This is an optimization exercise on Yosys and OpenROAD, whose aim is small area, a short achievable clock period and few clock cycles, not a production implementation. Where RTL was checked, it was by simulation tests only, not by an equivalence proof against the original. Power and IR drop assume default switching activity.

// cic_decim
module cic_decim #(
  parameter int unsigned IN_W       = 16,
  parameter int unsigned OUT_W      = 16,
  parameter int unsigned STAGES     = 4,
  parameter int unsigned RATE       = 125,
  parameter int unsigned DIFF_DELAY = 1,
  parameter int unsigned CHANNELS   = 2,
  parameter int unsigned CH_W       = cic_decim_pkg::cic_ch_w(CHANNELS)
) (
  input  logic             clk,
  input  logic             reset_n,
  input  logic [IN_W-1:0]  in_data,
  input  logic [CH_W-1:0]  in_channel,
  input  logic             in_valid,
  output logic             in_ready,
  input  logic [1:0]       in_error,
  input  logic             in_startofpacket,
  input  logic             in_endofpacket,
  output logic [OUT_W-1:0] out_data,
  output logic [CH_W-1:0]  out_channel,
  output logic             out_valid,
  input  logic             out_ready,
  output logic [1:0]       out_error,
  output logic             out_startofpacket,
  output logic             out_endofpacket
);
clock: 18.0 ns
lec_check: 0
cap_margin: 20
core_margin: 2
core_utilization: 40
cts_buf_list: sky130_fd_sc_hd__clkbuf_8
cts_cluster_diameter: 50
cts_cluster_size: 15
slew_margin: 20
run.sh (not shown) runs the stock make flow with config.mk's settings and CLKGATE_MAP_FILE= SYNTH_SCRIPT=/design/flow/synth_recipe.tcl, a recipe that flattens the netlist after the stock synthesis.
Rerun with:
Settings changed: CTS_CLUSTER_DIAMETER 50 to default, CTS_CLUSTER_SIZE 15 to default.
After rerunning: Clock skew is higher by 0.0082 ns. First-iteration DRC count climbs by 3.0%. Combinational power stays flat. Core utilization went up by 0.88 points.
No run of this note included a check of the RTL's function; only the layout flow was run.

* * *

main:
Another version of the RTL of cic_decim (not shown whole).
Size: ~810 flip-flops, ~48 I/O pins, about 32,000 µm² of cells after synthesis.
export LEC_CHECK = 0
export CAP_MARGIN = 20
export CORE_MARGIN = 2
export CORE_UTILIZATION = 60
export CTS_BUF_LIST = sky130_fd_sc_hd__clkbuf_16
export CTS_CLUSTER_DIAMETER = 60
export CTS_CLUSTER_SIZE = 22
export SLEW_MARGIN = 20
create_clock -name core_clock -period 18.0 [get_ports {clk}]
standard.sh (not shown) runs the stock make flow with config.mk's settings and CLKGATE_MAP_FILE= SYNTH_SCRIPT=/design/flow/synth_recipe.tcl, a recipe that flattens the netlist after the stock synthesis.
==> flow/flow/run.sh <==
#!/bin/bash
# Layout flow: the standard layout (standard.sh, ORFS from synthesis to the final layout)
# with one change: the buffers that ORFS puts on every input and output port are buf_2 cells
# (ORFS otherwise picks its own, slow buffer cell for them).
# make's full output (every tool it runs) goes to flow.log in the work folder; ORFS keeps each
# step's own log under orfs/logs/.
set -euo pipefail
export BUFFER_PORTS_ARGS="-buffer_cell sky130_fd_sc_hd__buf_2"
export SETUP_SLACK_MARGIN=13.25
bash standard.sh > flow.log 2>&1
The following lists how the feature branch was set up differently from main:
diff --git a/flow/config.mk b/flow/config.mk
--- a/flow/config.mk
+++ b/flow/config.mk
@@ -12,3 +12,3 @@
 export CTS_CLUSTER_DIAMETER = 60
-export CTS_CLUSTER_SIZE = 22
+export CTS_CLUSTER_SIZE = 30
 export SLEW_MARGIN = 20
Results
- Between the feature branch and main, the difference in core utilization is negligible.
- For share of power burned in combinational logic, the feature branch and main come out practically identical.
- Between the feature branch and main, the internal power summed over all cells figures differ only marginally.
- The feature branch: shortest period the worst path allows 0.027 ns below main
- Changes observed in the feature branch relative to main: met2 usage lost 0.30 points; detailed-route wire length on metal 1 went down.
- Delta(area added between synthesis and finish, the feature branch - main) > 0
- Wire length of the first global-routing pass: the feature branch vs main down 0.44%
- Status: worst hold slack parity (main, the feature branch)
- Status: overall global routing resource usage parity (the feature branch, main)
No functional check of the RTL was part of any run of this note.

* * *

The RTL this note starts from:
==> flow/design.v <==
package cic_decim_pkg;
  typedef enum logic [0:0] {
    ErrUpstream = 1'b0,
    ErrSequence = 1'b1
  } cic_err_bit_e;
  function automatic integer cic_growth(input integer rate, input integer m, input integer n);
    reg [127:0] prod;
    integer     i, b;
    begin
      prod = 128'd1;
      for (i = 0; i < n; i = i + 1) prod = prod * rate * m;
      cic_growth = 0;
      for (b = 0; b < 128; b = b + 1) if ((128'd1 << b) < prod) cic_growth = b + 1;
    end
  endfunction
  function automatic integer cic_ch_w(input integer channels);
    cic_ch_w = (channels > 1) ? $clog2(channels) : 1;
  endfunction
  localparam int unsigned DefW    = 16 + cic_growth(125, 1, 4);
  localparam int unsigned DefChW  = cic_ch_w(2);
endpackage
module cic_comb_chain #(
  parameter int unsigned W          = 44,
  parameter int unsigned STAGES     = 4,
  parameter int unsigned DIFF_DELAY = 1
) (
  input  logic [W-1:0]                           x,
  input  logic [STAGES*DIFF_DELAY-1:0][W-1:0]    dly,
  output logic [W-1:0]                           y,
  output logic [STAGES*DIFF_DELAY-1:0][W-1:0]    dly_next
);
  always_comb begin
    logic [W-1:0] stage_in;
    stage_in = x;
    for (int s = 0; s < STAGES; s++) begin
      dly_next[s*DIFF_DELAY] = stage_in;
      for (int j = 1; j < DIFF_DELAY; j++) dly_next[s*DIFF_DELAY+j] = dly[s*DIFF_DELAY+j-1];
      stage_in = stage_in - dly[s*DIFF_DELAY+DIFF_DELAY-1];
    end
    y = stage_in;
  end
endmodule
module cic_decim #(
  parameter int unsigned IN_W       = 16,
  parameter int unsigned OUT_W      = 16,
  parameter int unsigned STAGES     = 4,
  parameter int unsigned RATE       = 125,
  parameter int unsigned DIFF_DELAY = 1,
  parameter int unsigned CHANNELS   = 2,
  parameter int unsigned CH_W       = cic_decim_pkg::cic_ch_w(CHANNELS)
) (
  input  logic             clk,
  input  logic             reset_n,
  input  logic [IN_W-1:0]  in_data,
  input  logic [CH_W-1:0]  in_channel,
  input  logic             in_valid,
  output logic             in_ready,
  input  logic [1:0]       in_error,
  input  logic             in_startofpacket,
  input  logic             in_endofpacket,
  output logic [OUT_W-1:0] out_data,
  output logic [CH_W-1:0]  out_channel,
  output logic             out_valid,
  input  logic             out_ready,
  output logic [1:0]       out_error,
  output logic             out_startofpacket,
  output logic             out_endofpacket
);
  localparam int unsigned W    = IN_W + cic_decim_pkg::cic_growth(RATE, DIFF_DELAY, STAGES);
  localparam int unsigned PH_W = $clog2(RATE);
  logic unused_eop;
  assign unused_eop = in_endofpacket;
  logic [1:0]      rst_sh;       
  logic            clr_dly;      
  logic [5:0]      pos;          
  logic            in_ready_q;
  logic            iv;           
  logic            go_q;         
  logic            cons_q;       
  logic            isd_q;        
  logic            exp_ch;
  logic [1:0][PH_W-1:0] ph;
  logic [1:0]      ph123, ph124;  
  logic [1:0][1:0] err;
  logic [1:0]      pend;         
  logic            older;        
  logic            act;          
  logic            pch;          
  logic [3:1]      br;           
  logic            p2, dmp;      
  logic            dz;           
  logic            out_valid_q;
  logic [IN_W-1:0] id;
  logic            che, sok, algn;
  logic [1:0]      ierr;
  logic [W-1:0]    s0_a, s0_b, s0_c, s0_d, s0_w;
  logic [W-1:0]    s1_a, s1_b, s1_c, s1_d, s1_w;
  logic [2:0][45:0][1:0] dr;     
  logic [1:0][1:0] res_err;
  logic [OUT_W-1:0] out_data_q;
  logic            out_ch_q, out_sop_q;
  logic [1:0]      out_err_q;
  logic clr_int, hd;
  logic [5:0] kb;                
  logic       cch;               
  assign clr_int = rst_sh[1];
  assign hd      = pos[0];
  assign kb      = cch ? pos - 6'd23 : pos;
  logic start, sch, order_ok, step, last;
  assign sch      = (pos == 6'd23);    
  assign order_ok = !pend[~sch] || (older == sch);
  assign start    = !act && (pos == 6'd0 || pos == 6'd23) && pend[sch] && order_ok && !out_valid_q;
  assign step     = start || act;
  assign cch      = act ? pch : sch;
  assign last     = act && (kb == 6'(W / 2 - 1));
  logic exp_ch_n, ld, iv_n, che_in, che_n, sok_n, algn_n, go_n, cons_n, isd_n;
  logic [1:0] pend_n, ph123_n, ph124_n, blk_n;
  logic [1:0][PH_W-1:0] ph_n;
  always_comb begin
    exp_ch_n = go_q ? ~che : exp_ch;
    ph_n = ph;
    if (go_q) ph_n[che] = isd_q ? '0 : ph[che] + PH_W'(1);
    pend_n = pend;
    if (last) pend_n[pch] = 1'b0;
    if (dz) pend_n[hd] = 1'b1;
    for (int c = 0; c < 2; c++) begin
      ph123_n[c] = (ph_n[c] == PH_W'(RATE - 2));
      ph124_n[c] = (go_q && che == c) ? (!isd_q && ph123[c]) : ph124[c];
      blk_n[c]   = pend_n[c] && ph124_n[c];
    end
  end
  logic [2:0] go_p, cons_p, isd_p;    
  logic       go_h, cons_h, isd_h, sel_go, sel_cons, sel_isd;
  always_comb begin
    go_p[0]   = hd && !blk_n[0];
    cons_p[0] = go_p[0];
    isd_p[0]  = go_p[0] && ph124_n[0];
    go_p[1]   = !exp_ch_n && hd && !blk_n[0];
    cons_p[1] = exp_ch_n || (hd && !blk_n[0]);
    isd_p[1]  = go_p[1] && ph124_n[0];
    go_p[2]   = exp_ch_n && !hd && !blk_n[1];
    cons_p[2] = !exp_ch_n || (!hd && !blk_n[1]);
    isd_p[2]  = go_p[2] && ph124_n[1];
    go_h   = iv && sok && !algn && !blk_n[che];
    cons_h = iv && (!sok || (!algn && !blk_n[che]));
    isd_h  = go_h && ph124_n[che];
    sel_go   = in_startofpacket ? go_p[0]   : (in_channel ? go_p[2]   : go_p[1]);
    sel_cons = in_startofpacket ? cons_p[0] : (in_channel ? cons_p[2] : cons_p[1]);
    sel_isd  = in_startofpacket ? isd_p[0]  : (in_channel ? isd_p[2]  : isd_p[1]);
  end
  assign ld     = !iv || cons_q;           
  assign iv_n   = ld ? in_valid : iv;
  assign che_in = in_startofpacket ? 1'b0 : in_channel;
  assign che_n  = ld ? che_in : che;
  assign sok_n  = ld ? (in_startofpacket || (in_channel == exp_ch_n)) : sok;
  assign algn_n = ld ? (che_in != hd) : !algn;
  assign go_n   = ld ? (in_valid && sel_go) : go_h;
  assign cons_n = ld ? (in_valid && sel_cons) : cons_h;
  assign isd_n  = ld ? (in_valid && sel_isd) : isd_h;
  logic [W-1:0] xg, ag, bg, cg, a_new, b_new, c_new, d_new;
  assign xg = go_q ? {{(W-IN_W){id[IN_W-1]}}, id} : '0;
  assign ag = go_q ? s0_a : '0;
  assign bg = p2 ? s1_b : '0;
  assign cg = p2 ? s1_c : '0;
  assign a_new = s0_a + xg;
  assign b_new = s0_b + ag + xg;
  assign c_new = s1_c + bg;
  assign d_new = s1_d + cg + bg;
  logic [3:0][1:0] y;            
  logic [3:1] br_n;
  always_comb begin
    y[0] = (hd == cch) ? s0_w[2*kb[4:0] +: 2] : s1_w[2*kb[4:0] +: 2];
    for (int i = 1; i <= 3; i++) begin
      {br_n[i], y[i]} = {1'b0, y[i-1]} - {1'b0, dr[i-1][0]} - {2'b00, br[i]};
    end
  end
  always_ff @(posedge clk or negedge reset_n) begin
    if (!reset_n) begin
      rst_sh      <= 2'b11;
      clr_dly     <= 1'b1;
      pos         <= '0;
      iv          <= 1'b0;
      go_q        <= 1'b0;
      cons_q      <= 1'b0;
      isd_q       <= 1'b0;
      exp_ch      <= 1'b0;
      ph          <= '0;
      ph123       <= '0;
      ph124       <= '0;
      err         <= '0;
      pend        <= '0;
      older       <= 1'b0;
      act         <= 1'b0;
      pch         <= 1'b0;
      br          <= '0;
      p2          <= 1'b0;
      dmp         <= 1'b0;
      dz          <= 1'b0;
      out_valid_q <= 1'b0;
    end else begin
      rst_sh     <= {rst_sh[0], 1'b0};
      if (pos == 6'd45) clr_dly <= 1'b0;
      pos        <= (pos == 6'd45) ? 6'd0 : pos + 6'd1;
      iv         <= iv_n;
      go_q       <= go_n;
      cons_q     <= cons_n;
      isd_q      <= isd_n;
      exp_ch     <= exp_ch_n;
      ph         <= ph_n;
      ph123      <= ph123_n;
      ph124      <= ph124_n;
      pend       <= pend_n;
      if (dz) older <= (pend[~hd] && !(last && pch == ~hd)) ? ~hd : hd;
      if (go_q) begin
        err[che] <= isd_q ? 2'b00 : (err[che] | ierr);
      end else if (cons_q) begin
        err[exp_ch][1] <= 1'b1;
      end
      p2   <= go_q;
      dmp  <= isd_q;
      dz   <= dmp;
      if (start) begin
        act <= 1'b1;
        pch <= sch;
      end else if (last) begin
        act <= 1'b0;
      end
      if (step) br <= last ? '0 : br_n;
      if (last) out_valid_q <= 1'b1;
      else if (out_ready) out_valid_q <= 1'b0;
    end
  end
  always_ff @(posedge clk) begin
    in_ready_q <= ld ? (!in_valid || sel_cons) : (!iv || cons_h);
    if (ld) begin
      id   <= in_data;
      ierr <= in_error;
    end
    che  <= che_n;
    sok  <= sok_n;
    algn <= algn_n;
    if (isd_q) res_err[che] <= err[che] | ierr;
    s1_a <= a_new;
    s1_b <= b_new;
    s1_c <= clr_int ? '0 : s0_c;
    s1_d <= (dz || clr_int) ? '0 : s0_d;
    s1_w <= dz ? s0_d : s0_w;
    s0_a <= clr_int ? '0 : s1_a;
    s0_b <= clr_int ? '0 : s1_b;
    s0_c <= c_new;
    s0_d <= d_new;
    s0_w <= s1_w;
    for (int i = 0; i < 3; i++) begin
      dr[i] <= {(step ? y[i] : (dr[i][0] & {2{!clr_dly}})), dr[i][45:1]};
    end
    if (step && kb >= 6'((W - OUT_W) / 2)) out_data_q <= {y[3], out_data_q[OUT_W-1:2]};
    if (last) begin
      out_ch_q   <= pch;
      out_sop_q  <= !pch;
      out_err_q  <= res_err[pch];
    end
  end
  assign in_ready          = in_ready_q;
  assign out_valid         = out_valid_q;
  assign out_data          = out_data_q;
  assign out_channel       = out_ch_q;
  assign out_error         = out_err_q;
  assign out_startofpacket = out_sop_q;
  assign out_endofpacket   = out_ch_q;
endmodule
Settings: LEC_CHECK=0, CAP_MARGIN=20, CORE_MARGIN=2, CORE_UTILIZATION=70, CTS_BUF_LIST=sky130_fd_sc_hd__clkbuf_16, CTS_CLUSTER_DIAMETER=90, CTS_CLUSTER_SIZE=30, SLEW_MARGIN=20; clock period 18.0 ns.
==> flow/flow/run.sh <==
#!/bin/bash
# Layout flow: the standard layout (standard.sh, ORFS from synthesis to the final layout)
# with three changes:
# * the buffers that ORFS puts on every input and output port are buf_2 cells (ORFS otherwise
#   picks its own, slow buffer cell for them);
# * clock tree synthesis inserts no dummy loads;
# * repair_timing works towards a setup slack of 13.2 ns, so it speeds up the paths that would
#   otherwise stay slower than the port paths.
# make's full output (every tool it runs) goes to flow.log in the work folder; ORFS keeps each
# step's own log under orfs/logs/.
set -euo pipefail
export BUFFER_PORTS_ARGS="-buffer_cell sky130_fd_sc_hd__buf_2"
export SETUP_SLACK_MARGIN=13.2
export CTS_ARGS="-sink_clustering_enable -repair_clock_nets -buf_list sky130_fd_sc_hd__clkbuf_16 -sink_clustering_size 30 -sink_clustering_max_diameter 90 -dont_use_dummy_load"
bash standard.sh > flow.log 2>&1
The baseline finished with timing, DRC and antenna clean.
Testbench counts at the start, summed over its fixed seeds: cycles 80,584.
Rerun with:
Settings changed: CORE_UTILIZATION 70 to 60.
Sequential power hardly moves.
Clock-buffer cell count does not change.
Die area came out higher by 16%.
Design area stays flat.
Cell count climbs by 2.1%.
Combinational power decreases by about 6%.
Critical path depth stays the same.
Synthesized area does not change.
Synthesized cell count does not change.
Total power shrinks by about 1.8%.
Setup slack got worse by 20 ps.
Rerun with:
Settings changed: CORE_UTILIZATION 60 to 55.
What happened: The changed run completed without violations. Utilization decreases by 5.3 points. Final cell count grows by about 2.4%. Routed wire length increases by about 1.9%. Non-clock buffer count rises by 8. Die area goes up by about 9%. Maximum frequency rose by 1.2%. Critical path depth stays the same. Global-route usage fell by 1.5 points. Hold slack is about the same. Setup slack gets better by 59 ps. Clock power goes up by 3.3%.

==> separate check: timing with driven ports <==
How much do the figures lean on ideal ports? The routed layouts below were timed once more, with nothing changed but the port constraints.
Step 1 sets driving cells, clkbuf_16 on the clock port and buf_2 on the other inputs (assumed; they add their load-dependent delay and slew).
Step 2 adds t to the input delays and takes it off the output delays; t is the mean of the earliest and latest rising clock arrival at the registers after step 1. Input paths then give back, and output paths get back, about the clock's delay inside the block.
Three values: ideal ports, drivers, drivers and shift; two values: the first two.
run | t (ns) | slack for setup (ns) | latest minus earliest clock arrival (ns) | slew at the worst register clock pin (ns)
the first run of note 1 | 0.755 | 12.657 / 12.601 / 12.457 | 0.034 / 0.034 | 0.10 / 0.10
the second run of note 1 | 0.840 | 12.584 / 12.526 / 12.470 | 0.047 / 0.048 | 0.07 / 0.07
main | 0.671 | 13.208 / 13.150 / 12.682 | 0.028 / 0.028 | 0.09 / 0.09
the feature branch | 0.657 | 13.235 / 13.176 / 12.696 | 0.036 / 0.037 | 0.10 / 0.10
the first run of note 3 | 0.625 | 13.197 / 13.136 / 12.982 | 0.089 / 0.089 | 0.11 / 0.11
the second run of note 3 | 0.607 | 13.178 / 13.119 / 13.083 | 0.082 / 0.083 | 0.11 / 0.11
the third run of note 3 | 0.615 | 13.236 / 13.177 / 13.132 | 0.087 / 0.087 | 0.11 / 0.11
After both steps setup and hold are still met in every run listed. For the feature branch, which loses most, drivers alone change the setup slack by -0.059 ns; drivers and shift together by -0.539 ns.
